Background: an optimization exercise with open tools, aiming at small area and a short achievable clock period. Do not read the settings as production practice. RTL that was checked went through simulation tests only; none was proved equivalent to the original. The RTL of runs 3 to 5 was laid out without a check of its function. Power is estimated from default activity; no workload was simulated.

<file path="design/flow/flow/run.sh">
#!/bin/bash
# Standard ORFS layout, with a setup margin for repair_timing (pushes paths well
# below the 18 ns clock) and minimum-size port buffers.
set -euo pipefail
bash standard.sh "SETUP_SLACK_MARGIN=12.6" "BUFFER_PORTS_ARGS=-buffer_cell sky130_fd_sc_hd__buf_1" "CTS_ARGS=-sink_clustering_enable -repair_clock_nets -sink_clustering_size 24 -sink_clustering_max_diameter 120 -dont_use_dummy_load -buf_list {sky130_fd_sc_hd__clkbuf_8 sky130_fd_sc_hd__clkbuf_16}" finish > make_flow.log 2>&1
</file>
<file path="design/flow/standard.sh">
#!/bin/bash
# synth_recipe.tcl (not shown) runs the flow's synth.tcl, then flattens the netlist and writes it again
# the make line also repeats each setting of config.mk as NAME=value (left out here)
make -C /OpenROAD-flow-scripts/flow DESIGN_CONFIG=/design/flow/config.mk WORK_HOME=/design/flow/orfs CLKGATE_MAP_FILE= SYNTH_SCRIPT=/design/flow/synth_recipe.tcl "${@:-finish}"
</file>
<file path="design/flow/config.mk">
export PLATFORM = sky130hd
export DESIGN_NAME = message_extractor
export DESIGN_NICKNAME = message_extractor
export VERILOG_FILES = /design/flow/design.v
export SDC_FILE = /design/flow/constraint.sdc
export NUM_CORES = 4
export LEC_CHECK = 0
export CAP_MARGIN = 20
export CORE_MARGIN = 2
export CORE_UTILIZATION = 30
export SLEW_MARGIN = 20
</file>
<file path="design/flow/constraint.sdc">
create_clock -name core_clock -period 18.0 [get_ports {clk}]
set_input_delay 3.6000 -clock core_clock [delete_from_list [all_inputs] [get_ports {clk}]]
set_output_delay 3.6000 -clock core_clock [all_outputs]
set_load 0.01 [all_outputs]
</file>
<file path="design/flow/design.v">
package message_extractor_pkg;
    typedef logic [63:0]  beat_t;        
    typedef logic [2:0]   empty_t;       
    typedef logic [255:0] msg_data_t;
    typedef logic [31:0]  byte_mask_t;   
    typedef logic [15:0]  msg_len_t;     
    typedef enum logic [1:0] {
        BYTE_SKIP = 2'd0,                
        BYTE_CUR  = 2'd1,                
        BYTE_NEXT = 2'd2                 
    } byte_class_e;
    typedef logic [15:0] beat_class_t;
endpackage
`timescale 1ns/1ps
module message_extractor (
    input  logic                              clk,
    input  logic                              reset_n,
    input  logic                              in_valid,
    input  logic                              in_startofpacket,
    input  logic                              in_endofpacket,
    input  message_extractor_pkg::beat_t      in_data,
    input  message_extractor_pkg::empty_t     in_empty,
    output logic                              out_valid,
    output message_extractor_pkg::msg_data_t  out_data,
    output message_extractor_pkg::byte_mask_t out_bytemask
);
    logic        pkt_active;         
    logic [15:0] cnt;                
    logic [5:0]  pay;                
    logic        pend;               
    logic        hdr_fresh;          
    logic [2:0]  lp;
    logic [5:0]  len_q;              
    logic [63:0]  raw1;              
    logic [55:0]  raw2;              
    logic [127:0] acc;               
    logic        accept;
    logic        first_beat;
    assign first_beat = !pkt_active;
    assign accept     = in_valid && (in_startofpacket == first_beat);
    logic [5:0]  len_eff;
    logic [2:0]  d_eff;
    logic [5:0]  p_eff;              
    logic        more_msgs;
    assign more_msgs = |cnt[15:1];
    assign len_eff   = hdr_fresh ? pay : len_q;
    assign p_eff     = hdr_fresh ? 6'(pay + {3'd0, lp} - 6'd7) : pay;
    assign d_eff     = 3'(-p_eff[2:0]);
    logic        ends;
    logic [2:0]  e;
    logic [7:0]  end_ok;
    logic        msg_done;
    assign ends = (p_eff != '0) && (p_eff <= 6'd8);
    assign e    = 3'(p_eff - 6'd1);
    always_comb begin
        for (int k = 0; k < 8; k++) begin
            end_ok[k] = (4'(k) + {1'b0, e}) <= 4'd7;
        end
    end
    assign msg_done = in_valid && !in_startofpacket && pkt_active && ends &&
                      (!in_endofpacket || end_ok[in_empty]);
    logic [15:0] n_cnt;
    logic [5:0]  n_pay;
    logic        n_pend;
    logic        n_hdr;
    logic [2:0]  n_lp;
    always_comb begin
        n_cnt  = cnt;
        n_pay  = '0;
        n_pend = 1'b0;
        n_hdr  = 1'b0;
        n_lp   = lp;
        if (p_eff > 6'd8) begin
            n_pay = p_eff - 6'd8;
        end else if (pend) begin
            n_hdr = 1'b1;
            n_lp  = 3'd0;
            n_cnt = cnt - 16'd1;
        end else if (more_msgs) begin
            if (p_eff <= 6'd6) begin
                n_hdr = 1'b1;
                n_lp  = 3'(p_eff + 6'd1);
                n_cnt = cnt - 16'd1;
            end else if (p_eff == 6'd7) begin
                n_pend = 1'b1;
            end
        end
    end
    always_ff @(posedge clk) begin
        if (!reset_n) begin
            pkt_active <= 1'b0;
        end else if (accept) begin
            pkt_active <= !in_endofpacket;
        end
    end
    always_ff @(posedge clk) begin
        if (accept) begin
            len_q <= len_eff;
            if (first_beat) begin
                cnt       <= in_data[63:48];
                pay       <= (|in_data[63:48]) ? in_data[37:32] : 6'd0;
                pend      <= 1'b0;
                hdr_fresh <= |in_data[63:48];
                lp        <= 3'd3;
            end else begin
                cnt       <= n_cnt;
                pay       <= n_hdr ? 6'(in_data[8*(7-n_lp) +: 8]) : n_pay;
                pend      <= n_pend;
                hdr_fresh <= n_hdr;
                lp        <= n_lp;
            end
        end
    end
    logic [63:0] v_prev;
    logic [63:0] v_cur;
    assign v_prev = 64'({raw2, raw1} >> {d_eff, 3'b000});
    assign v_cur  = 64'({raw1[55:0], in_data} >> {d_eff, 3'b000});
    always_ff @(posedge clk) begin
        if (accept) begin
            raw1 <= in_data;
            raw2 <= raw1[55:0];
            acc  <= {acc[63:0], v_prev};
        end
    end
    logic [31:0]  mask;
    logic [255:0] data_mask;
    always_comb begin
        for (int k = 0; k < 32; k++) begin
            mask[k]              = (k < 8) || (6'(k) < len_eff);
            data_mask[8*k +: 8]  = {8{mask[k]}};
        end
    end
    always_ff @(posedge clk) begin
        if (!reset_n) begin
            out_valid    <= 1'b0;
            out_data     <= '0;
            out_bytemask <= '0;
        end else begin
            out_valid <= msg_done;
            if (msg_done) begin
                out_data     <= {acc, v_prev, v_cur} & data_mask;
                out_bytemask <= mask;
            end
        end
    end
endmodule
</file>
==> parameters.txt, run 1 <==
Parameter                              Value

Outcome
  Status ... complete, no violations

Pwr
  Int Power ... 1.98 mW
  Switch share ... 0.315
  Part of the total power dissipated in sequential elements ... 0.514
  Cell leakage power ... 10.0 nW
  Maximum vdd ir drop ... 0.0677 mV
  Pwr dens ... 103 nW/um^2
  Comb power frac ... 0.246
  Switching power ... 0.911 mW
  Power share of the clock group ... 0.240

Detailed routing
  Post-detailed-routing wire length ... 82700 um
  Vias ... 17700
  Detailed-route vias per instance ... 5.17
  DRC violations left ... 0
  Router iterations before antenna repair ... 5
  Routed Antenna Nets ... 0
  Number of design-rule violations left by the first detailed-router iteration ... 1474
  Wire per inst ... 24.2 um

Synth
  Share of async-settable or async-resettable flops after synthesis ... 0
  Register bit count reported by yosys ... 564
  Number of unique standard cell types used by synthesis ... 68
  Post-synthesis average cell area ... 12.0 sq um
  Netlist Area Pre-Place ... 24900 sq um
  Sequential element share of the synthesized area ... 0.566
  Number of flops mapped to enable cells by yosys ... 281
  Net count after synthesis ... 2161
  Gate Count Post-Synth ... 2077
  Ys flop type ... dfxtp_1
  Ys Warns ... 1

Placed design
  Number of I/O port buffers ... 360
  Cell area after placement ... 27200 sq um
  DP Wirelength ... 60100 um
  Routability cong. ... 0.848
  Total instance count after detailed placement ... 3378

Layout
  Combined area of the multi-input logic cells ... 10200 sq um
  Total number of nets in the final design ... 2430
  Final core utilization ... 0.343
  Non-filler cells in the finished layout ... 3415
  Fraction of final layout cells sized beyond drive strength 1 ... 0.0789
  Final design instance area without fill ... 28200 sq um
  Leading cell types in the layout, fill and taps excluded ... 372 x mux2i_1, 360 x buf_1, 285 x nor2_1, 283 x dfxtp_1, 281 x edfxtp_1
  Most frequent standard cell in the layout excluding fill and tap cells ... mux2i_1
  Storage element area ... 14100 sq um
  Syn-to-layout area delta ... 13.1%
  Number of filler instances in the final layout ... 8176

Critical path
  Setup crit end ... acc[97]
  Path depth of the worst reg2reg path ... 16
  Critical Path Start Type ... input pin
  Endpoint required time on the critical path ... 18.22 ns
  Start-to-end type of the worst setup path ... in2reg
  R2R setup slack ... 12.80 ns
  Reg2Reg Capture Point ... out_data[26]
  Crit path arrival time ... 5.54 ns
  Largest fanout on the critical path ... 173
  Worst Setup End Kind ... register
  Startpoint of the most critical setup path ... in_startofpacket
  Source of the worst register-to-register timing path ... lp[0]

Timing
  RSZ-0062 raised after global routing ... yes
  Fmax ... 0.188 GHz
  Max-slew violation count ... 0
  Crit path time final ... 5.32 ns
  Number of endpoints failing setup at the final stage ... 0
  Sum of negative setup slack ... 0 ns
  Final worst hold slack ... 0.415 ns
  Number of endpoints with negative hold slack in the final report ... 0
  Period utilisation layout ... 0.295
  Slew @ Worst Pin ... 1.08 ns
  Layout Skew ... 0.0638 ns
  Worst slew slack as a fraction of its limit ... 0.279

Flow run
  Count of max-cap constraint violations ... 0

Die
  Floorplan die width ... 292 um
  Die area ... 85300 sq um
  IO Count ... 361
  Placeable core region ... 82100 sq um
  Floorplan die height ... 292 um
  Initial standard-cell utilization of the core ... 0.303
  Number of placement rows ... 105

Global routing
  Leftover overflow at the end of global routing ... 0
  Pin count of the biggest net entering global routing ... 174
  Total global routing track utilization ... 0.188
  First-pass GRT wire length ... 119000 um
  Via count of the first global-routing pass ... 16600
  Number of antenna violations at the first check in global routing ... 8

Clocking
  Post-cts hold buffer count ... 0
  Worst-skew pair later-pin latency ... 0.62 ns
  Count of H-tree levels built during CTS ... 1
  Max Buffers Root-to-Sink ... 3
  Root cell of the clock tree ... clkbuf_16
  Clock-pin slew reported for the worst setup and hold paths after clock tree synthesis ... 0.09 ns
  TritonCTS clock tree ... yes
  TritonCTS sink count ... 564
  Number of buffers inserted during clock tree synthesis ... 29

Hold path
  Number of cells traversed by the worst hold path ... 0
  Class of the tightest hold or removal check ... reg2reg
registers in the layout, summed over array words and instances, names as in the netlist, 6 cells and up:
register      flops
out_data        256
acc             128
raw1             64
raw2             56
out_bytemask     25
cnt              16
len_q             6
pay               6
critical path, stage by stage:
cell and delay [ns]:
buf_1 0.21, xor2_1 0.16, and2_4 0.59, buf_16 0.58
synthesized netlist by cell type, drive strengths merged, types with 11 or more instances:
| cell | n | share of area |
|---|---|---|
| a211oi | 53 | 0.018 |
| a21oi | 70 | 0.016 |
| a22oi | 169 | 0.051 |
| a311oi | 17 | 0.0065 |
| and2 | 15 | 0.0039 |
| buf | 49 | 0.010 |
| clkbuf | 99 | 0.015 |
| dfxtp | 283 | 0.23 |
| edfxtp | 281 | 0.34 |
| ha | 11 | 0.0055 |
| inv | 19 | 0.0029 |
| mux2 | 74 | 0.033 |
| mux2i | 372 | 0.15 |
| mux4 | 14 | 0.013 |
| nand2 | 88 | 0.013 |
| nand2b | 21 | 0.0053 |
| nand3 | 25 | 0.0050 |
| nor2 | 290 | 0.044 |
| nor4 | 11 | 0.0028 |
| o21ai | 23 | 0.0046 |
| xnor2 | 11 | 0.0039 |
routing by layer:
layer / up-vias / global-route usage / wire (um) / part of all wire
met5: - / 0 / 67 / 0.00081
met4: 10 / 0.0385 / 1660 / 0.020
met3: 68 / 0.0416 / 6310 / 0.076
met2: 587 / 0.292 / 37000 / 0.45
met1: 8735 / 0.268 / 37600 / 0.45
li1: 8264 / - / - / -
per-stage QoR:
step | worst slack (ns) | total power [mW]
floorplan | 10.59 | 1.95
global placement | 11.31 | 2.22
detailed placement | 11.29 | 2.22
CTS | 12.62 | 2.92
global route | 12.55 | 3.01
finish | 12.68 | 2.90
layout make-up:
type	instances	share of cell area
clock buffers	29	0.0258
well taps	1070	0.0475
inverters	19	0.00315
multi-input cells	1346	0.361
diodes	1	0.0000889
flip-flops and latches	564	0.501
repair buffers	386	0.0615
power groups by stage:
stage | Clock [mW] | Combinational [mW] | Sequential (mW)
2_1_floorplan | 0 | 0.447 | 1.50
3_3_place_gp | 0 | 0.703 | 1.52
3_5_place_dp | 0 | 0.700 | 1.52
4_1_cts | 0.719 | 0.716 | 1.49
5_1_grt | 0.762 | 0.757 | 1.50
6_report | 0.695 | 0.714 | 1.49
worst min path at each step:
stage / slack [ns] / endpoint / startpoint
3_3_place_gp: 0.43 / acc[108] / acc[44]
4_1_cts: 0.42 / acc[77] / acc[13]
3_5_place_dp: 0.43 / acc[69] / acc[5]
5_1_grt: 0.43 / acc[77] / acc[13]
2_1_floorplan: 0.43 / acc[100] / acc[36]
6_report: 0.42 / acc[77] / acc[13]
kinds of logic after synthesis:
kind of cell / after synthesis / synth area share
DFF: 564 / 0.566
AOI/OAI and AO/OA: 376 / 0.113
buffers and inverters: 167 / 0.0282
adders and majority gates: 12 / 0.00633
and+or+nand+nor: 480 / 0.0843
muxes: 460 / 0.196
xor gates and xnor gates: 18 / 0.00633
repair_timing:
item	in CTS	in global routing
resized for setup	15	14
setup endpoints to repair	305	275
buffers inserted	3	2
gates cloned	2	0
pin swaps	3	1
==> run 2: changes to the inputs <==
==> design/flow/flow/run.sh (replaced) <==
#!/bin/bash
# Standard ORFS layout, with a setup margin for repair_timing (pushes paths well
# below the 18 ns clock) and minimum-size port buffers.
set -euo pipefail
bash standard.sh "SETUP_SLACK_MARGIN=13" "BUFFER_PORTS_ARGS=-buffer_cell sky130_fd_sc_hd__buf_1" "CTS_ARGS=-sink_clustering_enable -repair_clock_nets -sink_clustering_size 24 -sink_clustering_max_diameter 120 -dont_use_dummy_load -buf_list {sky130_fd_sc_hd__clkbuf_8 sky130_fd_sc_hd__clkbuf_16}" finish > make_flow.log 2>&1
==> parameters.txt, run 2 <==
Parameter                              Value

Outcome
  Status ... complete, no violations

Critical path
  Largest fanout on the critical path ... 71 (-59%)
  Biggest cell delay along the critical path ... 0.59 ns (about the same)
  Worst Setup End Kind ... register
  Source of the worst register-to-register timing path ... pay[0]
  R2R setup slack ... 13.16 ns (+0.36 ns)
  Endpoint required time on the critical path ... 18.23 ns (about the same)
  Critical Path Start Type ... input pin
  Slowest stage cell on the critical path ... clkbuf_8
  Reg2Reg Capture Point ... out_data[130]
  Start-to-end type of the worst setup path ... in2reg
  Cells along the critical path ... buf_1, xor2_1, and2_4, clkbuf_8
  Crit path arrival time ... 5.27 ns (-0.27 ns)
  Path depth of the worst reg2reg path ... 20 (+4)

Hold path
  Number of cells traversed by the worst hold path ... 0 (unchanged)
  Startpoint of the lowest-slack hold path ... acc[12]
  Sink of the worst hold path ... acc[76]
  Class of the tightest hold or removal check ... reg2reg

Clocking
  Count of H-tree levels built during CTS ... 1 (unchanged)
  Clock-pin slew reported for the worst setup and hold paths after clock tree synthesis ... 0.10 ns (about the same)
  TritonCTS sink count ... 564 (unchanged)
  Worst-skew pair later-pin latency ... 0.61 ns (about the same)
  Post-cts hold buffer count ... 0 (unchanged)
  Root cell of the clock tree ... clkbuf_16
  Number of buffers inserted during clock tree synthesis ... 28 (-3.4%)
  TritonCTS clock tree ... yes
  Max Buffers Root-to-Sink ... 3 (unchanged)

Placed design
  Setup slack after placement ... 11.17 ns (-0.118 ns)
  Number of I/O port buffers ... 360 (unchanged)
  DP Wirelength ... 63300 um (+5.4%)
  Routability cong. ... 0.892 (+5.2%)

Layout
  Number of filler instances in the final layout ... 8109 (-0.82%)
  Total number of nets in the final design ... 2463 (+1.4%)
  Largest regs ... out_data (256), acc (128), raw1 (64)
  Register containing the most flip-flops in the final layout ... out_data
  Leading cell types in the layout, fill and taps excluded ... 372 x mux2i_1, 360 x buf_1, 285 x nor2_1, 283 x dfxtp_1, 281 x edfxtp_1
  Syn-to-layout area delta ... 15.5%
  Fraction of final layout cells sized beyond drive strength 1 ... 0.102 (+0.0229)
  Most frequent standard cell in the layout excluding fill and tap cells ... mux2i_1
  Largest register FFs ... 256 (unchanged)

Timing
  Final worst slack ... 12.96 ns (+0.280 ns)
  RSZ-0062 raised after global routing ... yes
  Worst slew slack as a fraction of its limit ... 0.240 (-0.0389)
  Slew @ Worst Pin ... 1.14 ns (+0.0583 ns)
  Period utilisation layout ... 0.280 (-0.0155)
  Layout Skew ... 0.0417 ns (-0.0221 ns)
  Number of endpoints failing setup at the final stage ... 0 (unchanged)
  Crit path time final ... 5.04 ns (-0.280 ns)
  Fmax ... 0.199 GHz (+5.6%)
  Max-slew violation count ... 0 (unchanged)
  Final worst hold slack ... 0.426 ns (+0.0103 ns)
  Sum of negative setup slack ... 0 ns (unchanged)
  Number of endpoints with negative hold slack in the final report ... 0 (unchanged)

Synth
  Share of async-settable or async-resettable flops after synthesis ... 0 (unchanged)
  Register bit count reported by yosys ... 564 (unchanged)
  Top cell type's share of synthesized area ... 0.339 (unchanged)
  Sequential element share of the synthesized area ... 0.566 (unchanged)
  Ys Warns ... 1 (unchanged)
  Synth area leader ... edfxtp_1
  Ys flop type ... dfxtp_1
  Leading cell types by total area after synthesis ... edfxtp_1 34%, dfxtp_1 23%, mux2i_1 15%, a22oi_1 5.1%, nor2_1 4.3%
  Gate Count Post-Synth ... 2077 (unchanged)
  Number of flops mapped to enable cells by yosys ... 281 (unchanged)
  Post-synthesis average cell area ... 12.0 sq um (unchanged)
  Netlist Area Pre-Place ... 24900 sq um (unchanged)
  Most used standard cell by instance count after synthesis ... mux2i_1
  Net count after synthesis ... 2161 (unchanged)
  Number of unique standard cell types used by synthesis ... 68 (unchanged)
  Commonest cells post-synth ... 372 x mux2i_1, 285 x nor2_1, 283 x dfxtp_1

Die
  IO Count ... 361 (unchanged)
  Die area ... 85300 sq um (unchanged)
  Floorplan die height ... 292 um (unchanged)
  Floorplan die width ... 292 um (unchanged)
  Number of placement rows ... 105 (unchanged)
  Initial standard-cell utilization of the core ... 0.303 (unchanged)
  Placeable core region ... 82100 sq um (unchanged)

Detailed routing
  Routed Antenna Nets ... 0 (unchanged)
  Post-detailed-routing wire length ... 90400 um (+9.4%)
  Router iterations before antenna repair ... 7 (+2)
  Wire per inst ... 26.2 um (+8.3%)
  Vias ... 18300 (+3.5%)
  Number of design-rule violations left by the first detailed-router iteration ... 1510 (+2.4%)
  Detailed-route vias per instance ... 5.30 (+2.5%)
  DRC violations left ... 0 (unchanged)

Pwr
  Maximum vdd ir drop ... 0.0567 mV (-16%)
  Cell leakage power ... 10.3 nW (+2.4%)
  Pwr dens ... 101 nW/um^2 (-1.4%)

Global routing
  First-pass GRT wire length ... 127000 um (+6.9%)
  Total global routing track utilization ... 0.201 (+0.0135)
  Number of antenna violations at the first check in global routing ... 4 (-4)
  Pin count of the biggest net entering global routing ... 101 (-42%)
  Leftover overflow at the end of global routing ... 0 (unchanged)
  Via count of the first global-routing pass ... 17800 (+6.9%)

Flow run
  Count of max-cap constraint violations ... 0 (unchanged)
-- run 2: cell count changes in the layout (fill, tap and decap cells not counted), moves of 3 or more --
| cell | before | now |
|---|---|---|
| a21oi_4 | 3 | 10 |
| o21ai_0 | 21 | 16 |
| buf_4 | 10 | 24 |
| buf_8 | 3 | 0 |
| buf_6 | 4 | 12 |
| a22oi_2 | 0 | 14 |
| buf_12 | 5 | 9 |
| a21oi_1 | 60 | 53 |
| o21ai_1 | 2 | 7 |
| clkbuf_8 | 0 | 3 |
| a22oi_1 | 169 | 155 |
-- run 2: power by group --
part	internal [mW]	switching, mW
combinational	0.253	0.497
clock	0.277	0.403
sequential	1.45	0.0387
total	1.98	0.939
-- run 2: cell families after synthesis --
logic type | count (synthesis) | share of synthesized area
adder cells (fa/ha/maj) | 12 | 0.00633
flip-flops | 564 | 0.566
AND/OR/NAND/NOR | 480 | 0.0843
buffers and inverters | 167 | 0.0282
multiplexers | 460 | 0.196
AO/OA/AOI/OAI | 376 | 0.113
XOR/XNOR | 18 | 0.00633
-- run 2: layer usage --
layer / part of all wire / vias up / global-route usage
met2: 0.46 / 677 / 0.324
met5: 0 / - / 0
met4: 0.037 / 0 / 0.0707
li1: - / 8315 / -
met3: 0.069 / 103 / 0.0388
met1: 0.43 / 9195 / 0.271
-- run 2: per-stage QoR --
stage	utilization	total power, mW	area (sq um)	cells
2_1_floorplan	-	1.95	25300	2077
3_3_place_gp	0.333	2.24	27300	3381
3_5_place_dp	0.333	2.25	27300	3381
4_1_cts	0.347	2.94	28500	3435
5_1_grt	0.350	3.03	28800	3448
6_report	0.350	2.92	28800	3450
-- run 2: final cells by class --
type,instances,area [sq um],share of cell area
diodes,3,7.51,0.000261
flip-flops and latches,564,14100,0.490
repair buffers,416,2110,0.0732
multi-input cells,1349,10400,0.362
well taps,1070,1340,0.0465
repair inverters,1,8.76,0.000304
clock buffers,28,701,0.0244
inverters,19,100,0.00348
-- run 2: critical path, delay by kind of cell --
kind | cells | cell delay (ns)
XOR/XNOR | 1 | 0.25
AND/OR/NAND/NOR | 1 | 0.50
buffers and inverters | 2 | 0.77
-- run 2: worst max path at each step --
stage / from / slack, ns / to / cells past startpoint
2_1_floorplan: in_startofpacket / 10.59 / cnt[0] / 3
3_3_place_gp: in_empty[0] / 11.25 / out_data[134] / 11
3_5_place_dp: in_empty[0] / 11.17 / out_data[130] / 11
4_1_cts: in_empty[0] / 12.98 / out_data[130] / 11
5_1_grt: in_startofpacket / 12.89 / acc[56] / 4
6_report: in_startofpacket / 12.96 / acc[56] / 4
-- run 2: repair_timing --
action,in CTS,in global routing
cloned,10,2
buffers inserted,16,10
endpoints found under the setup margin,574,451
gates resized for setup,31,21
pin swaps,9,6
==> run 3: changes to the inputs <==
--- a/design/flow/design.v
+++ b/design/flow/design.v
@@ -130,17 +130,17 @@
             data_mask[8*k +: 8]  = {8{mask[k]}};
         end
     end
+    logic         ld;
+    logic         hold;
+    logic [255:0] ld_mask;
+    logic [31:0]  ld_bmask;
+    assign ld       = reset_n && msg_done;
+    assign hold     = reset_n && !msg_done;
+    assign ld_mask  = data_mask & {256{ld}};
+    assign ld_bmask = mask & {32{ld}};
     always_ff @(posedge clk) begin
-        if (!reset_n) begin
-            out_valid    <= 1'b0;
-            out_data     <= '0;
-            out_bytemask <= '0;
-        end else begin
-            out_valid <= msg_done;
-            if (msg_done) begin
-                out_data     <= {acc, v_prev, v_cur} & data_mask;
-                out_bytemask <= mask;
-            end
-        end
+        out_valid    <= ld;
+        out_data     <= ({acc, v_prev, v_cur} & ld_mask) | (out_data & {256{hold}});
+        out_bytemask <= ld_bmask | (out_bytemask & {32{hold}});
     end
 endmodule
==> parameters.txt, run 3 <==
Parameter                              Value

Outcome
  Status ... complete, no violations

Synth
  Commonest cells post-synth ... 373 x nand2_1, 290 x dfxtp_1, 288 x mux2i_1
  Number of flops mapped to enable cells by yosys ... 281 (unchanged)
  Largest family of logic cells by synthesized area ... multiplexers
  Post-synthesis average cell area ... 11.6 sq um (-3.2%)
  Sequential element share of the synthesized area ... 0.584 (+0.0175)
  Leading cell types by total area after synthesis ... edfxtp_1 35%, dfxtp_1 24%, mux2i_1 12%, nand2_1 5.7%, a22o_1 5.0%
  Net count after synthesis ... 2189 (+1.3%)
  Number of unique standard cell types used by synthesis ... 70 (+2.9%)
  Share of the synthesized area in compound gates (AO/OA/AOI/OAI) ... 0.129 (+0.0158)
  Synth area leader ... edfxtp_1
  Register bit count reported by yosys ... 571 (+1.2%)
  Ys Warns ... 1 (unchanged)
  Ys flop type ... dfxtp_1
  Fraction of synthesized cell area in xor and xnor cells ... 0.00682 (+0.000490)
  Share of async-settable or async-resettable flops after synthesis ... 0 (unchanged)
  Most used standard cell by instance count after synthesis ... nand2_1
  Netlist Area Pre-Place ... 24400 sq um (-2.0%)
  Top cell type's share of synthesized area ... 0.346 (+0.00702)
  Synth Area in Simple Gates ... 0.106 (+0.0216)
  Gate Count Post-Synth ... 2103 (+1.3%)
  Share of synthesized cell area in full adder, half adder and majority cells ... 0.00749 (+0.00116)
  Multiplexer fraction of the synthesized cell area ... 0.140 (-0.0557)

Critical path
  Crit path arrival time ... 5.68 ns (+0.41 ns)
  Slowest stage cell on the critical path ... a211oi_4
  Startpoint of the most critical setup path ... in_empty[1]
  R2R setup slack ... 13.12 ns (-0.04 ns)
  Setup crit end ... out_data[215]
  Endpoint required time on the critical path ... 18.57 ns (+0.34 ns)
  Worst Setup End Kind ... register
  Number of cells on the critical path ... 12 (+8)
  WP buf/inv ... 4 (+2)
  Source of the worst register-to-register timing path ... pay[0]
  Cells along the critical path ... buf_8, nand2b_4, a21oi_4, a2bb2oi_4, o21ai_4, a211oi_4, buf_12, buf_16, nand2_8, a21oi_4, clkbuf_16, a22o_1
  Start-to-end type of the worst setup path ... in2reg
  Largest fanout on the critical path ... 7 (-90%)
  Critical Path Start Type ... input pin
  Most used cell along the critical path ... a21oi_4
  Biggest cell delay along the critical path ... 0.30 ns (-0.29 ns)
  Kind of cell adding the most delay to the critical path ... compound AO/OA/AOI/OAI gates
  Path depth of the worst reg2reg path ... 22 (+10%)
  Reg2Reg Capture Point ... out_data[215]

Global routing
  First-pass GRT wire length ... 122000 um (-3.8%)
  Global-route layer with the greatest usage ... met2
  Total global routing track utilization ... 0.199 (-0.00251)
  Via count of the first global-routing pass ... 17300 (-2.7%)
  Number of antenna violations at the first check in global routing ... 6 (+2)
  Pin count of the biggest net entering global routing ... 168 (+66%)
  Met2 Use GR ... 0.298 (-0.0257)
  Met3 usage ... 0.0482 (+0.00937)
  Met1 track utilization from global routing ... 0.274 (+0.00377)
  Leftover overflow at the end of global routing ... 0 (unchanged)

Die
  Floorplan die height ... 289 um (-1.0%)
  Number of placement rows ... 104 (-0.95%)
  Initial standard-cell utilization of the core ... 0.303 (-0.000392)
  Floorplan die width ... 289 um (-1.0%)
  Placeable core region ... 80500 sq um (-1.9%)
  IO Count ... 361 (unchanged)
  Die area ... 83600 sq um (-2.0%)

Timing
  Period utilisation layout ... 0.284 (+0.00407)
  RSZ-0062 raised after global routing ... yes
  Crit path time final ... 5.11 ns (+0.0732 ns)
  Number of endpoints failing setup at the final stage ... 0 (unchanged)
  Max-slew violation count ... 0 (unchanged)
  Layout Skew ... 0.0373 ns (-0.00437 ns)
  Slew @ Worst Pin ... 1.10 ns (-0.0430 ns)
  Number of endpoints with negative hold slack in the final report ... 0 (unchanged)
  Sum of negative setup slack ... 0 ns (unchanged)
  Fmax ... 0.196 GHz (-1.4%)
  Worst slew slack as a fraction of its limit ... 0.261 (+0.0209)

Clocking
  Clock-pin slew reported for the worst setup and hold paths after clock tree synthesis ... 0.10 ns (about the same)
  Root cell of the clock tree ... clkbuf_16
  Max Buffers Root-to-Sink ... 3 (unchanged)
  Worst-skew pair later-pin latency ... 0.61 ns (about the same)
  TritonCTS sink count ... 571 (+1.2%)
  Number of buffers inserted during clock tree synthesis ... 28 (unchanged)
  Post-cts hold buffer count ... 0 (unchanged)
  TritonCTS clock tree ... yes
  Count of H-tree levels built during CTS ... 1 (unchanged)

Layout
  Total number of nets in the final design ... 2544 (+3.3%)
  Leading cell types in the layout, fill and taps excluded ... 371 x nand2_1, 356 x buf_1, 290 x dfxtp_1, 288 x mux2i_1, 281 x edfxtp_1
  Register containing the most flip-flops in the final layout ... out_data
  Syn-to-layout area delta ... 20.7%
  Fraction of final layout cells sized beyond drive strength 1 ... 0.101 (-0.000832)
  Final design instance area without fill ... 29500 sq um (+2.4%)
  Most frequent standard cell in the layout excluding fill and tap cells ... nand2_1
  Largest register FFs ... 256 (unchanged)
  Largest regs ... out_data (256), acc (128), raw1 (64)

Pwr
  Cell leakage power ... 11.0 nW (+7.3%)
  Pwr dens ... 98.7 nW/um^2 (-2.7%)
  Maximum vdd ir drop ... 0.0641 mV (+13%)

Placed design
  Number of I/O port buffers ... 360 (unchanged)
  Cell area after placement ... 27000 sq um (-1.1%)
  Routability cong. ... 0.856 (-4.1%)
  DP Wirelength ... 61000 um (-3.7%)

Flow run
  Count of max-cap constraint violations ... 0 (unchanged)

Detailed routing
  Routed Antenna Nets ... 0 (unchanged)
  Detailed-route vias per instance ... 5.27 (-0.60%)
  DRC violations left ... 0 (unchanged)
  Number of design-rule violations left by the first detailed-router iteration ... 1758 (+16%)
  Post-detailed-routing wire length ... 91700 um (+1.4%)
  Vias ... 18600 (+1.4%)
  Router iterations before antenna repair ... 5 (-2)
  Wire per inst ... 26.0 um (-0.65%)

Hold path
  Class of the tightest hold or removal check ... reg2reg
  Number of cells traversed by the worst hold path ... 0 (unchanged)
-- run 3: how the worst min path moves through the flow --
stage	to	from
finish	acc[122]	acc[58]
global route	acc[124]	acc[60]
CTS	acc[121]	acc[57]
detailed placement	acc[70]	acc[6]
global placement	acc[122]	acc[58]
floorplan	acc[100]	acc[36]
-- run 3: metal layers --
metal	wire length [um]	share of wire
met1	38700	0.42
met2	41500	0.45
met3	7880	0.086
met4	3600	0.039
met5	13	0.00014
-- run 3: power breakdown --
| part | leakage, nW | switching, mW | internal (mW) |
|---|---|---|---|
| clock network | 0.345 | 0.413 | 0.277 |
| registers | 4.97 | 0.0378 | 1.46 |
| logic | 5.68 | 0.505 | 0.212 |
| total | 11.0 | 0.957 | 1.95 |
-- run 3: repair_timing --
item / 4_1_cts / 5_1_grt
endpoints found under the setup margin: 383 / 416
resized for setup: 32 / 58
cloned: 10 / 34
buffers inserted: 23 / 10
pin swaps: 7 / 29
endpoints found under the hold margin: 0 / 0
-- run 3: logic make-up after synthesis --
logic type | count (synthesis)
AO/OA/AOI/OAI | 389
XOR/XNOR | 19
adder cells (fa/ha/maj) | 14
buffers and inverters | 160
flip-flops | 571
multiplexers | 326
AND/OR/NAND/NOR | 624
-- run 3: through the flow --
step	hold slack (ns)	setup slack [ns]	utilization	cells	power, mW
2_1_floorplan	0.427	10.59	-	2103	1.95
6_report	0.427	12.89	0.366	3520	2.91
4_1_cts	0.433	12.93	0.354	3472	2.90
5_1_grt	0.431	12.85	0.366	3520	3.02
3_3_place_gp	0.433	10.72	0.336	3411	2.20
3_5_place_dp	0.435	10.70	0.336	3411	2.20
-- run 3: final cells by class --
type,instances,area [sq um]
Timing Repair inverter,1,16.3
Timing Repair Buffer,460,3090
Tap cell,1060,1330
Sequential cell,571,14200
Inverter,23,133
Multi-Input combinational cell,1373,9930
Antenna cell,4,10.0
Clock buffer,28,701
Fill cell,7901,51100
-- run 3: worst register-to-register path, delay by kind of cell, from the launching register on --
kind / cells / cell delay (ns)
AOI/OAI and AO/OA: 7 / 1.60
adders and majority gates: 4 / 1.22
buffers and inverters: 7 / 1.14
DFF: 1 / 0.44
muxes: 1 / 0.20
and+or+nand+nor: 3 / 0.24
==> run 4: changes to the inputs <==
==> design/flow/flow/run.sh (replaced) <==
#!/bin/bash
# Standard ORFS layout, with a setup margin for repair_timing (pushes paths well
# below the 18 ns clock) and minimum-size port buffers.
set -euo pipefail
bash standard.sh "SETUP_SLACK_MARGIN=12.8" "BUFFER_PORTS_ARGS=-buffer_cell sky130_fd_sc_hd__buf_1" "CTS_ARGS=-sink_clustering_enable -repair_clock_nets -sink_clustering_size 24 -sink_clustering_max_diameter 120 -dont_use_dummy_load -buf_list {sky130_fd_sc_hd__clkbuf_8 sky130_fd_sc_hd__clkbuf_16}" finish > make_flow.log 2>&1
==> parameters.txt, run 4 <==
Parameter                              Value

Global routing
  Leftover overflow at the end of global routing ... 0 (unchanged)
  Number of antenna violations at the first check in global routing ... 10 (+4)
  Pin count of the biggest net entering global routing ... 170 (+1.2%)
  Via count of the first global-routing pass ... 16700 (-3.3%)
  First-pass GRT wire length ... 117000 um (-4.2%)
  Total global routing track utilization ... 0.191 (-0.00809)

Critical path
  Slowest stage cell on the critical path ... a211oi_4
  Kind of cell adding the most delay to the critical path ... compound AO/OA/AOI/OAI gates
  WP buf/inv ... 4 (unchanged)
  Number of cells on the critical path ... 11 (-1)
  Startpoint of the most critical setup path ... in_empty[1]
  Most used cell along the critical path ... clkbuf_16
  R2R setup slack ... 13.11 ns (about the same)
  Endpoint required time on the critical path ... 18.51 ns (-0.06 ns)
  Reg2Reg Capture Point ... acc[54]
  Source of the worst register-to-register timing path ... hdr_fresh
  Start-to-end type of the worst setup path ... in2reg
  Worst Setup End Kind ... register
  Path depth of the worst reg2reg path ... 9 (-59%)
  Largest fanout on the critical path ... 25 (+18)
  Biggest cell delay along the critical path ... 0.27 ns (-0.03 ns)
  Critical Path Start Type ... input pin
  Crit path arrival time ... 5.65 ns (-0.03 ns)
  Setup crit end ... out_data[140]
  Cells along the critical path ... buf_1, nand2b_4, a21oi_2, a2bb2oi_2, o31ai_4, a211oi_4, buf_12, nor2_4, clkbuf_16, clkbuf_16, a22o_1

Pwr
  Cell leakage power ... 10.5 nW (-4.9%)
  Pwr dens ... 103 nW/um^2 (+4.1%)
  Maximum vdd ir drop ... 0.0509 mV (-21%)

Layout
  Fraction of final layout cells sized beyond drive strength 1 ... 0.0654 (-0.0355)
  Most frequent standard cell in the layout excluding fill and tap cells ... nand2_1
  Largest regs ... out_data (256), acc (128), raw1 (64)
  Largest register FFs ... 256 (unchanged)
  Register containing the most flip-flops in the final layout ... out_data
  Leading cell types in the layout, fill and taps excluded ... 371 x nand2_1, 360 x buf_1, 290 x dfxtp_1, 288 x mux2i_1, 281 x edfxtp_1
  Total number of nets in the final design ... 2487 (-2.2%)
  Non-filler cells in the finished layout ... 3464 (-1.6%)
  Final core utilization ... 0.351 (-0.0150)
  Syn-to-layout area delta ... 15.8%

Placed design
  DP Wirelength ... 59900 um (-1.8%)
  Routability cong. ... 0.844 (-1.4%)
  Total instance count after detailed placement ... 3408 (-0.088%)
  Setup slack after placement ... 11.02 ns (+0.319 ns)
  Number of I/O port buffers ... 360 (unchanged)

Synth
  Ys Warns ... 1 (unchanged)
  Sequential element share of the synthesized area ... 0.584 (unchanged)
  Number of flops mapped to enable cells by yosys ... 281 (unchanged)
  Register bit count reported by yosys ... 571 (unchanged)
  Post-synthesis average cell area ... 11.6 sq um (unchanged)
  Top cell type's share of synthesized area ... 0.346 (unchanged)
  Most used standard cell by instance count after synthesis ... nand2_1
  Leading cell types by total area after synthesis ... edfxtp_1 35%, dfxtp_1 24%, mux2i_1 12%, nand2_1 5.7%, a22o_1 5.0%
  Number of unique standard cell types used by synthesis ... 70 (unchanged)
  Synth area leader ... edfxtp_1
  Share of async-settable or async-resettable flops after synthesis ... 0 (unchanged)
  Commonest cells post-synth ... 373 x nand2_1, 290 x dfxtp_1, 288 x mux2i_1
  Net count after synthesis ... 2189 (unchanged)
  Ys flop type ... dfxtp_1
  Netlist Area Pre-Place ... 24400 sq um (unchanged)
  Gate Count Post-Synth ... 2103 (unchanged)

Clocking
  Max Buffers Root-to-Sink ... 3 (unchanged)
  Count of H-tree levels built during CTS ... 1 (unchanged)
  TritonCTS clock tree ... yes
  TritonCTS sink count ... 571 (unchanged)
  Clock-pin slew reported for the worst setup and hold paths after clock tree synthesis ... 0.09 ns (about the same)
  Post-cts hold buffer count ... 0 (unchanged)
  Worst-skew pair later-pin latency ... 0.63 ns (+0.02 ns)
  Root cell of the clock tree ... clkbuf_16
  Number of buffers inserted during clock tree synthesis ... 30 (+7.1%)

Timing
  Number of endpoints with negative hold slack in the final report ... 0 (unchanged)
  Worst slew slack as a fraction of its limit ... 0.266 (+0.00471)
  Slew @ Worst Pin ... 1.10 ns (+0.00452 ns)
  Layout Skew ... 0.0548 ns (+0.0175 ns)
  Crit path time final ... 5.13 ns (+0.0229 ns)
  Fmax ... 0.195 GHz (-0.45%)
  Final worst hold slack ... 0.418 ns (-0.00872 ns)
  Final worst slack ... 12.87 ns (-0.0229 ns)
  Sum of negative setup slack ... 0 ns (unchanged)
  RSZ-0062 raised after global routing ... yes
  Max-slew violation count ... 0 (unchanged)
  Period utilisation layout ... 0.285 (+0.00127)
  Number of endpoints failing setup at the final stage ... 0 (unchanged)

Hold path
  Number of cells traversed by the worst hold path ... 0 (unchanged)
  Class of the tightest hold or removal check ... reg2reg

Detailed routing
  Post-detailed-routing wire length ... 85200 um (-7.0%)
  Routed Antenna Nets ... 0 (unchanged)
  Number of design-rule violations left by the first detailed-router iteration ... 1770 (+0.68%)
  DRC violations left ... 0 (unchanged)
  Router iterations before antenna repair ... 5 (unchanged)
  Wire per inst ... 24.6 um (-5.5%)
  Detailed-route vias per instance ... 5.20 (-1.4%)
  Vias ... 18000 (-3.0%)

Die
  Initial standard-cell utilization of the core ... 0.303 (unchanged)
  Floorplan die height ... 289 um (unchanged)
  Die area ... 83600 sq um (unchanged)
  IO Count ... 361 (unchanged)
  Number of placement rows ... 104 (unchanged)
  Floorplan die width ... 289 um (unchanged)
  Placeable core region ... 80500 sq um (unchanged)

Flow run
  Count of max-cap constraint violations ... 0 (unchanged)

Outcome
  Status ... complete, no violations
[run 4: repair_timing]
action	CTS	global route
endpoints found under the setup margin	289	199
gates cloned	4	6
resized for setup	23	9
setup buffers	7	4
pin swaps	1	2
[run 4: cells by family (layout without fill, tap and decap cells)]
logic type                 after synthesis  count (layout)  share of synthesized area
and+or+nand+nor                        624             624                      0.106
DFF                                    571             571                      0.584
AOI/OAI and AO/OA                      389             389                      0.129
muxes                                  326             326                      0.140
buffers and inverters                  160             456                     0.0273
xor gates and xnor gates                19              19                    0.00682
adders and majority gates               14              14                    0.00749
other                                    0               5                          0
[run 4: layer usage]
metal  up-vias  track usage  wire length, um
li1       8377            -                -
met1      8791        0.272            37900
met2       727        0.287            37200
met3        94       0.0449             7470
met4        10       0.0563             2580
met5         -            0               62
[run 4: worst register-to-register path, delay by kind of cell, from the launching register on]
kind / cells / cell delay [ns]
and+or+nand+nor: 2 / 0.27
buffers and inverters: 3 / 1.96
adders and majority gates: 1 / 0.33
muxes: 1 / 0.38
DFF: 1 / 0.90
AOI/OAI and AO/OA: 2 / 0.73
[run 4: worst min path at each step]
stage | to | slack (ns) | startpoint
floorplan | acc[88] | 0.43 | acc[24]
detailed placement | acc[92] | 0.43 | acc[28]
finish | acc[125] | 0.42 | acc[61]
CTS | acc[125] | 0.42 | acc[61]
global route | out_data[248] | 0.45 | acc[120]
global placement | acc[92] | 0.43 | acc[28]
[run 4: layout make-up]
cell class              instances  area (sq um)
repair buffers                403          2070
inverters                      23           121
fillers                      8025         52300
flip-flops and latches        571         14200
well taps                    1060          1330
multi-input cells            1372          9720
diodes                          5          12.5
clock buffers                  30           751
[run 4: per-stage QoR]
| step | area (sq um) | power [mW] |
|---|---|---|
| global placement | 26900 | 2.20 |
| floorplan | 24800 | 1.94 |
| finish | 28200 | 2.90 |
| CTS | 28000 | 2.92 |
| detailed placement | 26900 | 2.20 |
| global route | 28200 | 3.02 |
[run 4: power breakdown]
| part | internal, mW | switching (mW) |
|---|---|---|
| Combinational | 0.198 | 0.488 |
| Sequential | 1.46 | 0.0380 |
| Clock | 0.296 | 0.421 |
==> run 5: changes to the inputs <==
==> design/flow/flow/run.sh (replaced) <==
#!/bin/bash
# Standard ORFS layout, with a setup margin for repair_timing (pushes paths well
# below the 18 ns clock) and minimum-size port buffers.
set -euo pipefail
bash standard.sh "SETUP_SLACK_MARGIN=12.9" "BUFFER_PORTS_ARGS=-buffer_cell sky130_fd_sc_hd__buf_1" "CTS_ARGS=-sink_clustering_enable -repair_clock_nets -sink_clustering_size 24 -sink_clustering_max_diameter 120 -dont_use_dummy_load -buf_list {sky130_fd_sc_hd__clkbuf_8 sky130_fd_sc_hd__clkbuf_16}" "GPL_TIMING_DRIVEN=1" finish > make_flow.log 2>&1
==> parameters.txt, run 5 <==
Parameter                              Value

Clocking
  Number of buffers inserted during clock tree synthesis ... 28 (-6.7%)
  Count of H-tree levels built during CTS ... 1 (unchanged)
  Max Buffers Root-to-Sink ... 3 (unchanged)
  TritonCTS clock tree ... yes
  TritonCTS sink count ... 571 (unchanged)
  Root cell of the clock tree ... clkbuf_16
  Clock-pin slew reported for the worst setup and hold paths after clock tree synthesis ... 0.09 ns (about the same)
  Post-cts hold buffer count ... 0 (unchanged)
  Worst-skew pair later-pin latency ... 0.63 ns (about the same)

Synth
  Leading cell types by total area after synthesis ... edfxtp_1 35%, dfxtp_1 24%, mux2i_1 12%, nand2_1 5.7%, a22o_1 5.0%
  Netlist Area Pre-Place ... 24400 sq um (unchanged)
  Commonest cells post-synth ... 373 x nand2_1, 290 x dfxtp_1, 288 x mux2i_1
  Ys Warns ... 1 (unchanged)
  Register bit count reported by yosys ... 571 (unchanged)
  Share of async-settable or async-resettable flops after synthesis ... 0 (unchanged)
  Net count after synthesis ... 2189 (unchanged)
  Ys flop type ... dfxtp_1
  Gate Count Post-Synth ... 2103 (unchanged)
  Top cell type's share of synthesized area ... 0.346 (unchanged)
  Post-synthesis average cell area ... 11.6 sq um (unchanged)
  Synth area leader ... edfxtp_1
  Sequential element share of the synthesized area ... 0.584 (unchanged)
  Most used standard cell by instance count after synthesis ... nand2_1
  Number of unique standard cell types used by synthesis ... 70 (unchanged)
  Number of flops mapped to enable cells by yosys ... 281 (unchanged)

Detailed routing
  Detailed-route vias per instance ... 5.25 (+1.0%)
  Routed Antenna Nets ... 0 (unchanged)
  Wire length on met2 ... 39100 um (+5.0%)
  Routed wl met3 ... 7290 um (-2.4%)
  Post-detailed-routing wire length ... 86900 um (+2.0%)
  Wire per inst ... 25.0 um (+1.6%)
  Wire length on met1 ... 38700 um (+2.1%)
  DRC violations left ... 0 (unchanged)
  Highest routing layer actually used ... met5
  Router iterations before antenna repair ... 5 (unchanged)
  Number of design-rule violations left by the first detailed-router iteration ... 1915 (+8.2%)
  Vias ... 18300 (+1.4%)

Layout
  Non-filler cells in the finished layout ... 3477 (+0.38%)
  Fraction of final layout cells sized beyond drive strength 1 ... 0.0853 (+0.0199)
  Most frequent standard cell in the layout excluding fill and tap cells ... nand2_1
  Leading cell types in the layout, fill and taps excluded ... 371 x nand2_1, 358 x buf_1, 290 x dfxtp_1, 288 x mux2i_1, 281 x edfxtp_1
  Largest register FFs ... 256 (unchanged)
  Syn-to-layout area delta ... 17.6%
  Largest regs ... out_data (256), acc (128), raw1 (64)
  Register containing the most flip-flops in the final layout ... out_data
  Total number of nets in the final design ... 2502 (+0.60%)

Placed design
  Routability cong. ... 0.869 (+3.0%)
  Total instance count after detailed placement ... 3410 (+0.059%)
  Number of I/O port buffers ... 360 (unchanged)
  DP Wirelength ... 60500 um (+1.1%)

Critical path
  Crit path arrival time ... 5.41 ns (-0.24 ns)
  Largest fanout on the critical path ... 6 (-76%)
  Path depth of the worst reg2reg path ... 13 (+4)
  Endpoint required time on the critical path ... 18.33 ns (-0.18 ns)
  Worst Setup End Kind ... register
  Critical Path Start Type ... input pin
  Start-to-end type of the worst setup path ... in2reg

Global routing
  Total global routing track utilization ... 0.194 (+0.00319)
  Via count of the first global-routing pass ... 16900 (+1.3%)
  Pin count of the biggest net entering global routing ... 157 (-7.6%)
  Number of antenna violations at the first check in global routing ... 7 (-3)
  First-pass GRT wire length ... 121000 um (+2.9%)
  Leftover overflow at the end of global routing ... 0 (unchanged)

Timing
  Layout Skew ... 0.0698 ns (+0.0149 ns)
  Crit path time final ... 5.07 ns (-0.0610 ns)
  Fmax ... 0.197 GHz (+1.2%)
  Final worst hold slack ... 0.428 ns (+0.0101 ns)
  Period utilisation layout ... 0.282 (-0.00339)
  Sum of negative setup slack ... 0 ns (unchanged)
  Max-slew violation count ... 0 (unchanged)
  Worst slew slack as a fraction of its limit ... 0.274 (+0.00832)
  Slew @ Worst Pin ... 1.06 ns (-0.0428 ns)
  Number of endpoints with negative hold slack in the final report ... 0 (unchanged)
  Number of endpoints failing setup at the final stage ... 0 (unchanged)
  RSZ-0062 raised after global routing ... yes

Pwr
  Cell leakage power ... 10.6 nW (+1.5%)
  Part of the total power dissipated in sequential elements ... 0.519 (+0.002)
  Switch share ... 0.326 (about the same)
  Comb power frac ... 0.243 (+0.007)
  Power share of the clock group ... 0.238 (-0.009)
  Int Power ... 1.94 mW (-0.49%)
  Switching power ... 0.942 mW (-0.50%)
  Pwr dens ... 101 nW/um^2 (-2.0%)
  Maximum vdd ir drop ... 0.0575 mV (+13%)
  Power consumption ... 2.89 mW (-0.50%)

Die
  Floorplan die width ... 289 um (unchanged)
  Die area ... 83600 sq um (unchanged)
  Floorplan die height ... 289 um (unchanged)
  Number of placement rows ... 104 (unchanged)
  IO Count ... 361 (unchanged)
  Placeable core region ... 80500 sq um (unchanged)
  Initial standard-cell utilization of the core ... 0.303 (unchanged)

Outcome
  Status ... complete, no violations

Hold path
  Class of the tightest hold or removal check ... reg2reg
  Number of cells traversed by the worst hold path ... 1 (+1)

Flow run
  Count of max-cap constraint violations ... 0 (unchanged)
run 5: cell types whose count changed in the layout (fill, tap and decap cells not counted), moves of 3 or more:
cell,delta
buf_4,+3
nand3_1,-24
buf_6,+6
a311oi_2,+3
nor4_1,-3
a311oi_1,-3
nor4_2,+3
nand3_2,+24
run 5: power groups by stage:
stage / registers, mW / clock network, mW / logic [mW]
finish: 1.50 / 0.688 / 0.702
global route: 1.51 / 0.744 / 0.755
CTS: 1.50 / 0.706 / 0.686
detailed placement: 1.53 / 0 / 0.677
floorplan: 1.52 / 0 / 0.432
global placement: 1.53 / 0 / 0.677
run 5: path summary, 6_finish.rpt:
check | startpoint | end | slack, ns
hold reg to reg | acc[68] | out_data[196] | 0.43
setup reg to reg | pay[0] | out_data[82] | 13.12
hold / removal | acc[68] | out_data[196] | 0.43
setup / recovery | in_data[49] | pay[2] | 12.93
run 5: kinds of logic (layout without fill, tap and decap cells):
group / count (synthesis) / after routing / share of synthesized area
simple gates: 624 / 625 / 0.106
fa+ha+maj: 14 / 14 / 0.00749
mux: 326 / 326 / 0.140
flops: 571 / 571 / 0.584
buf+inv: 160 / 470 / 0.0273
xor+xnor: 19 / 19 / 0.00682
compound gates: 389 / 389 / 0.129
other cells: 0 / 3 / 0
run 5: what timing repair did:
| action | 4_1_cts | 5_1_grt |
|---|---|---|
| pin swaps | 1 | 9 |
| setup buffers | 6 | 13 |
| cloned | 6 | 11 |
| resized for setup | 32 | 32 |
| setup endpoints to repair | 387 | 464 |
run 5: final cells by class:
cell class                 count  area [sq um]
antenna                        3          7.51
clock buffer                  28           701
fill                        8004         51900
inverter                      23           154
multi-input combinational   1373          9940
sequential                   571         14200
tap                         1060          1330
timing repair buffer         418          2300
timing repair inverter         1          8.76
run 5: worst max-delay path: stages:
cell       delay [ns]
buf_1            0.28
nor4_2           0.31
a41o_1           0.32
o31ai_2          0.16
a2111oi_0        0.42
a21bo_2          0.29
run 5: per-layer routing:
layer | GRT usage | vias up
met3 | 0.0413 | 92
li1 | - | 8401
met4 | 0.0361 | 8
met2 | 0.302 | 747
met1 | 0.279 | 9004
met5 | 0 | -
run 5: metrics by stage:
stage	worst slack, ns	area, sq um	util
after floorplan	10.59	25000	-
after global placement	11.12	27100	0.336
after detailed placement	11.04	27100	0.336
after CTS	12.88	28100	0.349
after global routing	12.90	28700	0.356
final	12.93	28700	0.356
==> run 6: changes to the inputs <==
--- a/design/flow/design.v
+++ b/design/flow/design.v
@@ -11,6 +11,27 @@
     } byte_class_e;
     typedef logic [15:0] beat_class_t;
 endpackage
+`timescale 1ns/1ps
+module frame_parser (
+    input  logic       reset_n,
+    input  logic       in_valid,
+    input  logic       in_startofpacket,
+    input  logic       in_endofpacket,
+    input  logic [2:0] in_empty,
+    input  logic       pkt_active,       
+    input  logic       ends,             
+    input  logic [7:0] end_ok,           
+    output logic       accept,           
+    output logic       ld,               
+    output logic       hold              
+);
+    logic msg_done;
+    assign accept   = in_valid && (in_startofpacket != pkt_active);
+    assign msg_done = in_valid && !in_startofpacket && pkt_active && ends &&
+                      (!in_endofpacket || end_ok[in_empty]);
+    assign ld       = reset_n && msg_done;
+    assign hold     = reset_n && !msg_done;
+endmodule
 `timescale 1ns/1ps
 module message_extractor (
     input  logic                              clk,
@@ -36,8 +57,9 @@
     logic [127:0] acc;               
     logic        accept;
     logic        first_beat;
+    logic        ld;                 
+    logic        hold;               
     assign first_beat = !pkt_active;
-    assign accept     = in_valid && (in_startofpacket == first_beat);
     logic [5:0]  len_eff;
     logic [2:0]  d_eff;
     logic [5:0]  p_eff;              
@@ -49,7 +71,6 @@
     logic        ends;
     logic [2:0]  e;
     logic [7:0]  end_ok;
-    logic        msg_done;
     assign ends = (p_eff != '0) && (p_eff <= 6'd8);
     assign e    = 3'(p_eff - 6'd1);
     always_comb begin
@@ -57,8 +78,19 @@
             end_ok[k] = (4'(k) + {1'b0, e}) <= 4'd7;
         end
     end
-    assign msg_done = in_valid && !in_startofpacket && pkt_active && ends &&
-                      (!in_endofpacket || end_ok[in_empty]);
+    frame_parser i_frame_parser (
+        .reset_n          (reset_n),
+        .in_valid         (in_valid),
+        .in_startofpacket (in_startofpacket),
+        .in_endofpacket   (in_endofpacket),
+        .in_empty         (in_empty),
+        .pkt_active       (pkt_active),
+        .ends             (ends),
+        .end_ok           (end_ok),
+        .accept           (accept),
+        .ld               (ld),
+        .hold             (hold)
+    );
     logic [15:0] n_cnt;
     logic [5:0]  n_pay;
     logic        n_pend;
@@ -130,12 +162,8 @@
             data_mask[8*k +: 8]  = {8{mask[k]}};
         end
     end
-    logic         ld;
-    logic         hold;
     logic [255:0] ld_mask;
     logic [31:0]  ld_bmask;
-    assign ld       = reset_n && msg_done;
-    assign hold     = reset_n && !msg_done;
     assign ld_mask  = data_mask & {256{ld}};
     assign ld_bmask = mask & {32{ld}};
     always_ff @(posedge clk) begin
==> design/flow/flow/run.sh (replaced) <==
#!/bin/bash
# Standard ORFS layout, with a setup margin for repair_timing (pushes paths well
# below the 18 ns clock) and minimum-size port buffers.
set -euo pipefail
bash standard.sh "SETUP_SLACK_MARGIN=12.8" "BUFFER_PORTS_ARGS=-buffer_cell sky130_fd_sc_hd__buf_1" "CTS_ARGS=-sink_clustering_enable -repair_clock_nets -sink_clustering_size 24 -sink_clustering_max_diameter 120 -dont_use_dummy_load -buf_list {sky130_fd_sc_hd__clkbuf_8 sky130_fd_sc_hd__clkbuf_16}" finish > make_flow.log 2>&1
--- a/design/flow/config.mk
+++ b/design/flow/config.mk
@@ -9,3 +9,5 @@
 export CORE_MARGIN = 2
 export CORE_UTILIZATION = 30
 export SLEW_MARGIN = 20
+export SYNTH_HIERARCHICAL = 1
+export SYNTH_MINIMUM_KEEP_SIZE = 0
==> parameters.txt, run 6 <==
Parameter                              Value

Outcome
  Status ... complete, no violations

Layout
  Syn-to-layout area delta ... 15.9%
  ANT cells ... 0 (-3)
  Leading cell types in the layout, fill and taps excluded ... 425 x nand2_1, 358 x buf_1, 290 x dfxtp_1, 281 x edfxtp_1, 234 x a22o_1
  Largest regs ... out_data (256), acc (128), raw1 (64)
  Fraction of final layout cells sized beyond drive strength 1 ... 0.0703 (-0.0151)
  Largest register FFs ... 256 (unchanged)
  Register containing the most flip-flops in the final layout ... out_data
  Most frequent standard cell in the layout excluding fill and tap cells ... nand2_1
  Total number of nets in the final design ... 2521 (+0.76%)

Synth
  Share of async-settable or async-resettable flops after synthesis ... 0 (unchanged)
  Number of flops mapped to enable cells by yosys ... 281 (unchanged)
  Ys Warns ... 7 (+6)
  Top cell type's share of synthesized area ... 0.348 (+0.00245)
  Netlist Area Pre-Place ... 24200 sq um (-0.70%)
  Number of unique standard cell types used by synthesis ... 89 (+27%)
  Commonest cells post-synth ... 430 x nand2_1, 290 x dfxtp_1, 281 x edfxtp_1
  Synth area leader ... edfxtp_1
  Most used standard cell by instance count after synthesis ... nand2_1
  Ys flop type ... dfxtp_1
  Sequential element share of the synthesized area ... 0.588 (+0.00413)
  Post-synthesis average cell area ... 11.4 sq um (-2.0%)
  Leading cell types by total area after synthesis ... edfxtp_1 35%, dfxtp_1 24%, mux2i_1 9.4%, a22o_1 8.5%, nand2_1 6.7%
  Net count after synthesis ... 2215 (+1.2%)
  Gate Count Post-Synth ... 2130 (+1.3%)
  Register bit count reported by yosys ... 571 (unchanged)

Die
  Die area ... 83000 sq um (-0.69%)
  Floorplan die height ... 288 um (-0.35%)
  Number of placement rows ... 104 (unchanged)
  Initial standard-cell utilization of the core ... 0.302 (-0.00115)
  Placeable core region ... 80300 sq um (-0.32%)
  Floorplan die width ... 288 um (-0.35%)
  IO Count ... 361 (unchanged)

Detailed routing
  Post-detailed-routing wire length ... 84700 um (-2.6%)
  Routed Antenna Nets ... 0 (unchanged)
  Vias ... 17900 (-1.8%)
  Router iterations before antenna repair ... 6 (+1)
  Detailed-route vias per instance ... 5.13 (-2.2%)
  Wire per inst ... 24.2 um (-3.1%)
  Number of design-rule violations left by the first detailed-router iteration ... 1617 (-16%)
  DRC violations left ... 0 (unchanged)

Timing
  Sum of negative setup slack ... 0 ns (unchanged)
  Layout Skew ... 0.0823 ns (+0.0126 ns)
  Max-slew violation count ... 0 (unchanged)
  Slew @ Worst Pin ... 1.17 ns (+0.112 ns)
  Number of endpoints failing setup at the final stage ... 0 (unchanged)
  Fmax ... 0.194 GHz (-1.7%)
  Number of endpoints with negative hold slack in the final report ... 0 (unchanged)
  Crit path time final ... 5.16 ns (+0.0870 ns)
  Worst slew slack as a fraction of its limit ... 0.211 (-0.0629)
  RSZ-0062 raised after global routing ... no
  Period utilisation layout ... 0.287 (+0.00483)

Pwr
  Cell leakage power ... 11.0 nW (+3.6%)
  Maximum vdd ir drop ... 0.0734 mV (+28%)
  Power consumption ... 3.00 mW (+4.0%)
  Pwr dens ... 107 nW/um^2 (+6.3%)

Global routing
  Via count of the first global-routing pass ... 16800 (-0.72%)
  Pin count of the biggest net entering global routing ... 91 (-42%)
  First-pass GRT wire length ... 119000 um (-1.4%)
  Total global routing track utilization ... 0.194 (about the same)
  Leftover overflow at the end of global routing ... 0 (unchanged)
  Number of antenna violations at the first check in global routing ... 4 (-3)

Hold path
  Class of the tightest hold or removal check ... reg2reg

Critical path
  Start-to-end type of the worst setup path ... in2reg
  Most used cell along the critical path ... a21oi_4
  Slowest stage cell on the critical path ... mux4_2
  Largest fanout on the critical path ... 9 (+3)
  Worst Setup End Kind ... register
  Cells along the critical path ... buf_6, mux4_2, nor2b_4, o211a_4, and3_4, a21oi_4, buf_12, a21oi_4, a22o_1
  Crit path arrival time ... 5.64 ns (+0.23 ns)
  Endpoint required time on the critical path ... 18.48 ns (+0.15 ns)
  Critical Path Start Type ... input pin
  Biggest cell delay along the critical path ... 0.55 ns (+0.13 ns)

Placed design
  Number of I/O port buffers ... 360 (unchanged)
  Routability cong. ... 0.908 (+4.5%)
  DP Wirelength ... 60300 um (-0.29%)

Clocking
  Post-cts hold buffer count ... 0 (unchanged)
  Clock-pin slew reported for the worst setup and hold paths after clock tree synthesis ... 0.10 ns (about the same)
  TritonCTS sink count ... 571 (unchanged)
  TritonCTS clock tree ... yes
  Count of H-tree levels built during CTS ... 1 (unchanged)
  Max Buffers Root-to-Sink ... 3 (unchanged)
  Number of buffers inserted during clock tree synthesis ... 29 (+3.6%)
  Worst-skew pair later-pin latency ... 0.65 ns (+0.02 ns)
  Root cell of the clock tree ... clkbuf_16

Flow run
  Count of max-cap constraint violations ... 0 (unchanged)
==> run 6: path summary, 6_finish.rpt <==
kind                     from             to  slack, ns  cells after the start
hold reg to reg      acc[121]  out_data[249]       0.39                      1
hold / removal       acc[121]  out_data[249]       0.39                      1
setup / recovery  in_empty[0]  out_data[232]      12.84                      9
setup reg to reg        lp[0]  out_data[122]      13.01                     19
==> run 6: logic make-up (layout without fill, tap and decap cells) <==
| kind of cell | Yosys count | in the layout | synth area share |
|---|---|---|---|
| AOI/OAI and AO/OA | 505 | 509 | 0.162 |
| xor gates and xnor gates | 19 | 19 | 0.00687 |
| adders and majority gates | 13 | 13 | 0.00703 |
| buffers and inverters | 167 | 467 | 0.0280 |
| DFF | 571 | 571 | 0.588 |
| muxes | 238 | 238 | 0.0997 |
| and+or+nand+nor | 617 | 617 | 0.108 |
==> run 6: per-stage QoR <==
stage / hold WS, ns / cells / util / cell area, sq um / setup WS, ns
2_1_floorplan: 0.427 / 2130 / - / 24600 / 10.59
3_3_place_gp: 0.429 / 3439 / 0.334 / 26800 / 10.49
3_5_place_dp: 0.436 / 3439 / 0.334 / 26800 / 10.43
4_1_cts: 0.379 / 3486 / 0.348 / 27900 / 12.78
5_1_grt: 0.397 / 3494 / 0.350 / 28100 / 12.76
6_report: 0.389 / 3494 / 0.350 / 28100 / 12.84
==> run 6: repair_timing <==
| action | 4_1_cts | 5_1_grt |
|---|---|---|
| resized for setup | 37 | 11 |
| buffers inserted | 11 | 5 |
| cloned | 7 | 3 |
| pin swaps | 5 | 3 |
| endpoints found under the setup margin | 410 | 276 |
==> run 6: layout make-up <==
class / count / area [sq um]
Tap cell: 1060 / 1330
Inverter: 29 / 148
Clock buffer: 29 / 726
Multi-Input combinational cell: 1396 / 9660
Fill cell: 8035 / 52200
Sequential cell: 571 / 14200
Timing Repair Buffer: 409 / 1970
==> run 6: worst max-delay path, delay by kind of cell <==
family / cells / cell delay, ns
AND/OR/NAND/NOR: 2 / 0.42
AO/OA/AOI/OAI: 4 / 0.79
multiplexers: 1 / 0.55
buffers and inverters: 2 / 0.26
==> run 6: layer usage <==
metal / GRT usage / up-vias / routed length, um
met5: 0 / - / 0
met1: 0.271 / 8707 / 37100
met2: 0.304 / 723 / 38000
li1: - / 8409 / -
met4: 0.0653 / 0 / 3080
met3: 0.0328 / 90 / 6450
==> run 6: report_power, final <==
| group | internal, mW | switching [mW] | total (mW) | leakage (nW) |
|---|---|---|---|---|
| registers | 1.47 | 0.0381 | 1.50 | 4.97 |
| clock network | 0.286 | 0.413 | 0.699 | 0.357 |
| logic | 0.227 | 0.573 | 0.800 | 5.67 |
==> run 6: modules after synthesis (local to each module, per instance) <==
| module | cells | copies in the design |
|---|---|---|
| frame_parser | 14 | 1 |
| message_extractor | 2116 | 1 |
==> run 7: changes to the inputs <==
==> design/flow/flow/run.sh (replaced) <==
#!/bin/bash
# Standard ORFS layout, with a setup margin for repair_timing (pushes paths well
# below the 18 ns clock) and minimum-size port buffers.
set -euo pipefail
bash standard.sh "SETUP_SLACK_MARGIN=13" "BUFFER_PORTS_ARGS=-buffer_cell sky130_fd_sc_hd__buf_1" "CTS_ARGS=-sink_clustering_enable -repair_clock_nets -sink_clustering_size 16 -sink_clustering_max_diameter 100 -dont_use_dummy_load -buf_list {sky130_fd_sc_hd__clkbuf_8 sky130_fd_sc_hd__clkbuf_16}" finish > make_flow.log 2>&1
==> parameters.txt, run 7 <==
Parameter                              Value

Clocking
  Max Buffers Root-to-Sink ... 3 (unchanged)
  Root cell of the clock tree ... clkbuf_16
  Clock-pin slew reported for the worst setup and hold paths after clock tree synthesis ... 0.07 ns (-0.03 ns)
  Post-cts hold buffer count ... 0 (unchanged)
  Count of H-tree levels built during CTS ... 2 (+1)
  TritonCTS clock tree ... yes

Layout
  Number of filler instances in the final layout ... 8025 (-0.12%)
  Largest register FFs ... 256 (unchanged)
  Register containing the most flip-flops in the final layout ... out_data
  Combined area of the multi-input logic cells ... 9840 sq um (+1.8%)
  Final core utilization ... 0.362 (+0.0120)
  Syn-to-layout area delta ... 19.9%
  Most frequent standard cell in the layout excluding fill and tap cells ... nand2_1

Global routing
  Total global routing track utilization ... 0.202 (+0.00782)
  Met3 usage ... 0.0353 (+0.00253)
  Leftover overflow at the end of global routing ... 0 (unchanged)
  Via count of the first global-routing pass ... 17000 (+1.1%)
  First-pass GRT wire length ... 122000 um (+2.7%)
  Met2 Use GR ... 0.315 (+0.0105)

Synth
  Number of unique standard cell types used by synthesis ... 89 (unchanged)
  Ys flop type ... dfxtp_1
  Ys Warns ... 7 (unchanged)
  Number of flops mapped to enable cells by yosys ... 281 (unchanged)
  Top cell type's share of synthesized area ... 0.348 (unchanged)
  Sequential element share of the synthesized area ... 0.588 (unchanged)
  Netlist Area Pre-Place ... 24200 sq um (unchanged)
  Gate Count Post-Synth ... 2130 (unchanged)
  Commonest cells post-synth ... 430 x nand2_1, 290 x dfxtp_1, 281 x edfxtp_1
  Post-synthesis average cell area ... 11.4 sq um (unchanged)
  Register bit count reported by yosys ... 571 (unchanged)
  Leading cell types by total area after synthesis ... edfxtp_1 35%, dfxtp_1 24%, mux2i_1 9.4%, a22o_1 8.5%, nand2_1 6.7%
  Synth area leader ... edfxtp_1

Critical path
  Endpoint required time on the critical path ... 18.45 ns (-0.03 ns)
  Critical Path Start Type ... input pin
  Largest fanout on the critical path ... 7 (-2)

Pwr
  Power consumption ... 3.22 mW (+7.2%)
  Pwr dens ... 111 nW/um^2 (+3.6%)
  Cell leakage power ... 11.4 nW (+3.8%)

Die
  Floorplan die width ... 288 um (unchanged)
  Die area ... 83000 sq um (unchanged)

Hold path
  Class of the tightest hold or removal check ... reg2reg

Flow run
  Count of max-cap constraint violations ... 0 (unchanged)

Timing
  Max-slew violation count ... 0 (unchanged)
  Slew @ Worst Pin ... 1.40 ns (+0.230 ns)
  RSZ-0062 raised after global routing ... yes

Outcome
  Status ... complete, no violations

Placed design
  DP Wirelength ... 60000 um (-0.57%)

Detailed routing
  Routed Antenna Nets ... 0 (unchanged)
  Detailed-route vias per instance ... 5.19 (+1.1%)
==> run 7: cell families after synthesis <==
kind of cell | after synthesis | share of synthesized area
muxes | 238 | 0.0997
buffers and inverters | 167 | 0.0280
and+or+nand+nor | 617 | 0.108
DFF | 571 | 0.588
AOI/OAI and AO/OA | 505 | 0.162
xor gates and xnor gates | 19 | 0.00687
adders and majority gates | 13 | 0.00703
==> run 7: cell type report <==
type | instances | area share
inverter | 29 | 0.00491
timing repair buffer | 428 | 0.0810
antenna | 2 | 0.000172
sequential | 571 | 0.491
multi-input combinational | 1401 | 0.339
clock buffer | 45 | 0.0388
tap | 1060 | 0.0457
==> run 7: metrics by stage <==
stage / hold slack (ns) / setup slack (ns)
after floorplan: 0.427 / 10.59
after global placement: 0.431 / 10.99
after detailed placement: 0.434 / 10.98
after CTS: 0.405 / 12.90
after global routing: 0.410 / 12.93
final: 0.409 / 12.95
==> run 7: path summary, 6_finish.rpt <==
kind	startpoint	to	slack, ns	cells past startpoint
min	acc[60]	acc[124]	0.41	0
min reg2reg	acc[60]	acc[124]	0.41	0
max reg2reg	lp[0]	out_data[226]	13.14	19
max	in_empty[0]	out_data[226]	12.95	9
==> run 7: per-module statistics from Yosys, one instance, submodules excluded <==
| module | copies in the design | cell area, sq um | cells inside | flops+latches |
|---|---|---|---|---|
| message_extractor | 1 | 24100 | 2116 | 571 |
| frame_parser | 1 | 123 | 14 | 0 |
==> run 7: power breakdown <==
part	total (mW)	internal, mW	switching [mW]
registers	1.51	1.47	0.0394
logic	0.824	0.233	0.591
clock network	0.889	0.440	0.449
total	3.22	2.14	1.08
==> run 7: what timing repair did <==
action	in CTS	in global routing
setup endpoints to repair	497	439
pin swaps	16	16
resized for setup	44	18
buffers inserted	21	13
gates cloned	14	6
==> run 7: worst max-delay path, cell delays in order <==
cell	delay (ns)
buf_8	0.09
mux4_2	0.51
nor2b_4	0.15
o211a_4	0.29
and3_4	0.19
a21oi_4	0.15
buf_12	0.17
a21oi_4	0.07
a22o_1	0.26
==> run 7: metal layers <==
layer  vias to the layer above  routed length (um)
met2                       717               39500
met4                         4                3210
met1                      8997               39700
met5                         -                  26
met3                       111                5810
li1                       8517                   -

Re-timed with assumed drivers on the ports (clkbuf_16 on the clock, buf_2 on other inputs), run 7 has 12.958 ns of setup slack against 12.947 ns with ideal ports, and 12.334 ns once port delays also move by the mid clock arrival of 0.623 ns.
